This is an optimization exercise on Yosys and OpenROAD, whose aim is small area, a short achievable clock period and few clock cycles, not a production implementation. In this exercise RTL edits were held to simulation tests only and were not proved equivalent to the original.

## run 1
// cluster_cone_midpoint
module cluster_cone_midpoint #(
    parameter int COORD_WIDTH = 16
) (
    input  logic                                       clk,
    input  logic                                       rst_n,
    input  logic                                       cfg_wr_en,
    input  logic [ccm_pkg::CFG_IDX_W-1:0]              cfg_wr_index,
    input  logic [ccm_pkg::REG_W-1:0]                  cfg_wr_data,
    input  logic                                       s_tvalid,
    output logic                                       s_tready,
    input  logic [((3*COORD_WIDTH+7)/8)*8-1:0]         s_tdata,   
    input  logic                                       s_tuser,   
    input  logic                                       s_tlast,   
    output logic                                       m_tvalid,
    input  logic                                       m_tready,
    output logic [((3*COORD_WIDTH+7)/8)*8-1:0]         m_tdata    
);
    localparam int W      = 16;
    localparam int DATA_W = ((3*COORD_WIDTH+7)/8)*8;
    logic [REG_W-1:0] min_height_reg, max_height_reg;
    logic [REG_W-1:0] max_width_x_reg, max_width_y_reg;
    logic [REG_W-1:0] box_seed_reg;
    logic                in_valid_reg;
    logic signed [W-1:0] in_x_reg, in_y_reg, in_z_reg;
    logic                in_first_reg, in_last_reg;
    logic [W+1:0]        in_x3_reg, in_y3_reg;
    logic                 cluster_open_reg;
    logic signed [W-1:0]  box_min_x_reg, box_max_x_reg, box_min_y_reg, box_max_y_reg;
    logic signed [W-1:0]  box_min_z_reg, box_max_z_reg;
    logic signed [W-1:0]  best0_x_reg, best0_y_reg, best1_x_reg, best1_y_reg;
    logic                 best1_valid_reg;
    logic signed [W-1:0]  frame_low_reg;
    logic                 out_valid_reg;
    logic process;
    logic signed [W:0] mid_x_sum, mid_y_sum;
    assign process   = in_valid_reg && (!out_valid_reg || m_tready);
    assign s_tready  = !in_valid_reg || !out_valid_reg || m_tready;
    logic [AW-1:0] mid_x_full, mid_y_full;
  ...
make LEC_CHECK=0 ABC_AREA=1 CAP_MARGIN=20 CORE_MARGIN=2 CORE_UTILIZATION=40 CTS_CLUSTER_DIAMETER=80 CTS_CLUSTER_SIZE=40 SETUP_SLACK_MARGIN=5 SLEW_MARGIN=20 finish   # period 12.5 ns
run.sh (not shown) runs the stock make flow with config.mk's settings and CLKGATE_MAP_FILE= SYNTH_SCRIPT=/design/flow/synth_recipe.tcl, a recipe that flattens the netlist after the stock synthesis.
Both conditions hold for run 1: the flow ran to the end and the final layout passed the timing, design-rule and antenna checks.
Testbench counts of run 1, summed over its fixed seeds: cycles 17,830.
What run 2 does differently from run 1 at the input level:
-- flow/config.mk --
<<< run 1, line 12
export CTS_CLUSTER_DIAMETER = 80
export CTS_CLUSTER_SIZE = 40
>>> run 2, line 12
export CTS_CLUSTER_DIAMETER = 60
export CTS_CLUSTER_SIZE = 30
Run 2 vs run 1 — count of non-CTS buffers in the layout dropped 4.0%.
Run 2 vs. run 1: critical path depth went up by about 9%.
Run 2 ended up with a lower wire length than run 1 did.
As far as final number of setup-violating endpoints goes, run 1 and run 2 are indistinguishable; the numbers are identical.
Summary of run 2 over run 1: sequential cell count closely matched the old numbers.
Input-level comparison between run 3 and run 2:
-- flow/config.mk --
<<< run 2, line 12
export CTS_CLUSTER_DIAMETER = 60
>>> run 3, line 12
export CTS_CLUSTER_DIAMETER = 100
Findings:
From run 2 to run 3 the numbers moved as follows: wire length rose 1100 um, average routed wire per standard cell rose 0.82%.
met3 usage in global routing, run 3 and run 2, lower one = run 3.
On sequential cell area share, run 3 and run 2 are neck and neck.
Modified inputs, run 4 compared to run 3
-- flow/config.mk --
<<< run 3, line 12
export CTS_CLUSTER_DIAMETER = 100
export CTS_CLUSTER_SIZE = 30
>>> run 4, line 12
==> comparison <==
Multi-input gate share of the layout cell area: run 4 lower than run 3
For run 4, the critical path launch point was best1_x_reg[12], unlike run 3, where it was best0_x_reg[5].

==> afterwards: timing with drivers on the ports <==
The flow's constraints put no driver on any port. The routed layouts listed below were extracted and timed again, unchanged, in two steps. Step 1: set_driving_cell puts a clkbuf_16 on clk and a buf_2 on each other input, an assumption about the parent block. Step 2 moves the port delays by t, midway between the first and last clock arrival at a register: inputs arrive t later, outputs are due t later. That takes back most of the time a late clock gives input paths. a / b / c = ideal / step 1 / step 2; a / b = the first two.
| run | shift t [ns] | setup slack, ns | worst slew at a driven data input, ns | pins driven straight from the clock port |
|---|---|---|---|---|
| run 1 | 0.656 | 5.189 / 5.127 / 4.958 | 0.11 | 1 |
| run 2 | 0.654 | 5.083 / 5.083 / 4.980 | 0.10 | 1 |
| run 3 | 0.648 | 5.218 / 5.184 / 5.047 | 0.10 | 1 |
| run 4 | 0.671 | 5.083 / 5.083 / 4.967 | 0.10 | 1 |
After both steps every run listed still meets setup and hold. The setup slack of run 1, which loses most, moves by -0.062 ns with the drivers and by -0.231 ns with both steps.
